This is an optimization exercise on Yosys and OpenROAD, whose aim is small area, a short achievable clock period and few clock cycles, not a production implementation.
Power is estimated from default activity; no workload was simulated.

==> flow/design.v (excerpt) <==
module idct_top #(
	parameter logic [17:0] IN_BASE = 18'd76800,
	parameter logic [17:0] OUT_BASE = 18'd0
) (
	input logic CLOCK_50,
	input logic Resetn,
	input logic start,
	input logic [15:0] SRAM_read_data,
	output logic [17:0] SRAM_address,
	output logic [15:0] SRAM_write_data,
	output logic we_n,
	output logic done
);
	localparam logic [6:0] C_HOLD = 7'd9;       
	localparam logic [6:0] C_INS = 7'd14;       
	localparam logic [6:0] C_COL0 = 7'd71;      
	localparam logic [6:0] C_PIX0 = 7'd75;      
	localparam logic [6:0] C_LAST = 7'd108;     
	localparam logic [6:0] C_DONE = 7'd109;
	logic busy;
	logic [6:0] cyc;
	logic accept;
	assign accept = start && (!busy || cyc == C_DONE);
	always_ff @(posedge CLOCK_50 or negedge Resetn) begin
		if (!Resetn) begin
			busy <= 1'b0;
			cyc <= '0;
		end else if (!busy || cyc == C_DONE) begin
			busy <= start;
			cyc <= '0;
		end else begin
			cyc <= cyc + 7'd1;
		end
	end
	logic [6:0] nxt, nrel, ncrel;
	logic ld_r, hi_r;
	logic [1:0] idx_n;
	logic [7:0] col_r;         
	logic [1:0] idx_c [0:6];   
	logic [7:0] insk_r;
	assign nxt = cyc + 7'd1;
	assign nrel = nxt - C_INS;
	assign ncrel = nxt - C_COL0;
	assign idx_n = (nxt >= C_COL0) ? ncrel[4:3] : (nxt[1:0] - 2'd2);
	always_ff @(posedge CLOCK_50) begin
		ld_r <= (nxt[2:0] == C_HOLD[2:0]);
		for (int k = 0; k < 8; k++) col_r[k] <= (nxt >= C_COL0 && nxt < C_COL0 + 7'd32) || (nxt <= 7'(k));
		for (int j = 0; j < 7; j++)
			idx_c[j] <= idx_n ^ {2{(nxt < C_COL0) && (nxt[2:0] == 3'd7) && (nxt[5:3] == 3'(j))}};
  ...
Settings: LEC_CHECK=0, CAP_MARGIN=20, CORE_MARGIN=2, CORE_UTILIZATION=60, CTS_BUF_LIST=sky130_fd_sc_hd__clkbuf_16, CTS_CLUSTER_DIAMETER=100, CTS_CLUSTER_SIZE=24, SLEW_MARGIN=20; clock period 10.0 ns.
standard.sh (not shown) runs the stock make flow with config.mk's settings and CLKGATE_MAP_FILE= SYNTH_SCRIPT=/design/flow/synth_recipe.tcl, a recipe that flattens the netlist after the stock synthesis.
==> flow/flow/run.sh <==
#!/bin/bash
# The standard layout, with timing repair aiming at a 3.5 ns clock (setup
# margin 6.5 ns on the design's 10 ns clock); the constraints are unchanged.
set -euo pipefail
bash standard.sh SETUP_SLACK_MARGIN=6.5 finish > standard.log 2>&1
The baseline passed the timing, DRC and antenna checks.
Edit:
--- a/flow/design.v
+++ b/flow/design.v
@@ -260,32 +260,32 @@
 	assign l2s = l1s ^ l1c ^ oc_q;
 	assign l2c = ((l1s & l1c) | (l1s & oc_q) | (l1c & oc_q)) << 1;
 	assign h1s = es_q ^ ec_q ^ ~os_q;
 	assign h1c = {((es_q[30:0] & ec_q[30:0]) | (es_q[30:0] & ~os_q[30:0]) | (ec_q[30:0] & ~os_q[30:0])), 1'b1};
 	assign h2s = h1s ^ h1c ^ ~oc_q;
 	assign h2c = {((h1s[30:0] & h1c[30:0]) | (h1s[30:0] & ~oc_q[30:0]) | (h1c[30:0] & ~oc_q[30:0])), 1'b1};
-	logic [16:0] lo_low, hi_low;
-	logic [7:0] lo_b, hi_b;
+	logic [12:0] lo_low, hi_low;
+	logic [3:0] lo_b, hi_b;
 	logic lo_cy, hi_cy;
-	logic [15:0] lo_hs, lo_hc, hi_hs, hi_hc;
-	assign lo_low = {1'b0, l2s[15:0]} + {1'b0, l2c[15:0]};
-	assign hi_low = {1'b0, h2s[15:0]} + {1'b0, h2c[15:0]};
+	logic [19:0] lo_hs, lo_hc, hi_hs, hi_hc;
+	assign lo_low = {1'b0, l2s[11:0]} + {1'b0, l2c[11:0]};
+	assign hi_low = {1'b0, h2s[11:0]} + {1'b0, h2c[11:0]};
 	always_ff @(posedge CLOCK_50) begin
-		lo_b <= lo_low[15:8];
-		lo_cy <= lo_low[16];
-		lo_hs <= l2s[31:16];
-		lo_hc <= l2c[31:16];
-		hi_b <= hi_low[15:8];
-		hi_cy <= hi_low[16];
-		hi_hs <= h2s[31:16];
-		hi_hc <= h2c[31:16];
+		lo_b <= lo_low[11:8];
+		lo_cy <= lo_low[12];
+		lo_hs <= l2s[31:12];
+		lo_hc <= l2c[31:12];
+		hi_b <= hi_low[11:8];
+		hi_cy <= hi_low[12];
+		hi_hs <= h2s[31:12];
+		hi_hc <= h2c[31:12];
 	end
-	logic [15:0] lo_up, hi_up;
+	logic [19:0] lo_up, hi_up;
 	logic [23:0] lo_q, hi_q;
-	assign lo_up = lo_hs + lo_hc + 16'(lo_cy);
-	assign hi_up = hi_hs + hi_hc + 16'(hi_cy);
+	assign lo_up = lo_hs + lo_hc + 20'(lo_cy);
+	assign hi_up = hi_hs + hi_hc + 20'(hi_cy);
 	assign lo_q = {lo_up, lo_b};
 	assign hi_q = {hi_up, hi_b};
 	logic signed [21:0] hi_dly [0:3];
 	logic signed [21:0] ins;
 	assign ins = hi_r ? hi_dly[3] : lo_q[21:0];
 	always_ff @(posedge CLOCK_50) begin
@@ -310,13 +310,17 @@
 	logic swap;
 	logic [15:0] pend_data;
 	logic [4:0] pend_addr;
 	logic pend;
 	assign pix_lo = clip(lo_q);
 	assign pix_hi = clip(hi_q);
-	assign wrel = cyc - C_PIX0;
+	logic wwin;               
+	always_ff @(posedge CLOCK_50) begin
+		wrel <= nxt - C_PIX0;
+		wwin <= (nxt >= C_PIX0 + 7'd1) && (nxt < C_LAST);
+	end
 	assign wlap = wrel[4:3];
 	assign wph = wrel[2:0];
 	always_comb begin
 		case (wph)
 			3'd1: begin cp = 2'd0; swap = 1'b0; end
 			3'd3: begin cp = 2'd1; swap = 1'b0; end
@@ -343,13 +347,13 @@
 			we_n <= 1'b1;
 			pend <= 1'b0;
 			if (accept) begin
 				SRAM_address <= IN_BASE;
 			end else if (busy && cyc < 7'd63) begin
 				SRAM_address <= IN_BASE + 18'(cyc + 7'd1);
-			end else if (busy && cyc >= C_PIX0 + 7'd1 && cyc < C_LAST) begin
+			end else if (busy && wwin) begin
 				we_n <= 1'b0;
 				if (wph[0]) begin
 					SRAM_address <= OUT_BASE + 18'({1'b0, wlap, cp});
 					pend <= 1'b1;
 				end else begin
 					SRAM_address <= OUT_BASE + 18'(pend_addr);
Worst hold slack gains 16 ps.
Final cell count shrinks slightly.
Die area is about the same.
Design area grows slightly.
Setup slack gains 190 ps.
Synthesized area is about the same.
Non-clock buffer count grows by 17.
Wire length grows by a few percent.
Clock power shrinks slightly.
Synthesized cell count shrinks slightly.
Sequential share of layout area grows by 0.12 points.
No run of this note included a check of the RTL's function; only the layout flow was run.

## port drivers added, routing unchanged
How much do the figures lean on ideal ports? The routed layouts below were timed once more, with nothing changed but the port constraints.
Step 1, drivers: a clkbuf_16 drives CLOCK_50 and a buf_2 each remaining input, both assumed.
Step 2 also shifts input and output timing later by t, the mid clock arrival at the registers, as if the neighbouring blocks saw the same clock.
Slacks: ideal / step 1 / step 2; pairs: ideal / step 1.
run	t, ns	setup WS [ns]	latest minus earliest clock arrival (ns)	cell pins on the clock port's net
the first run	0.840	6.271 / 6.271 / 6.271	0.068 / 0.067	1
the second run	0.847	6.462 / 6.462 / 6.462	0.063 / 0.063	1
After both steps every run listed still meets setup and hold.
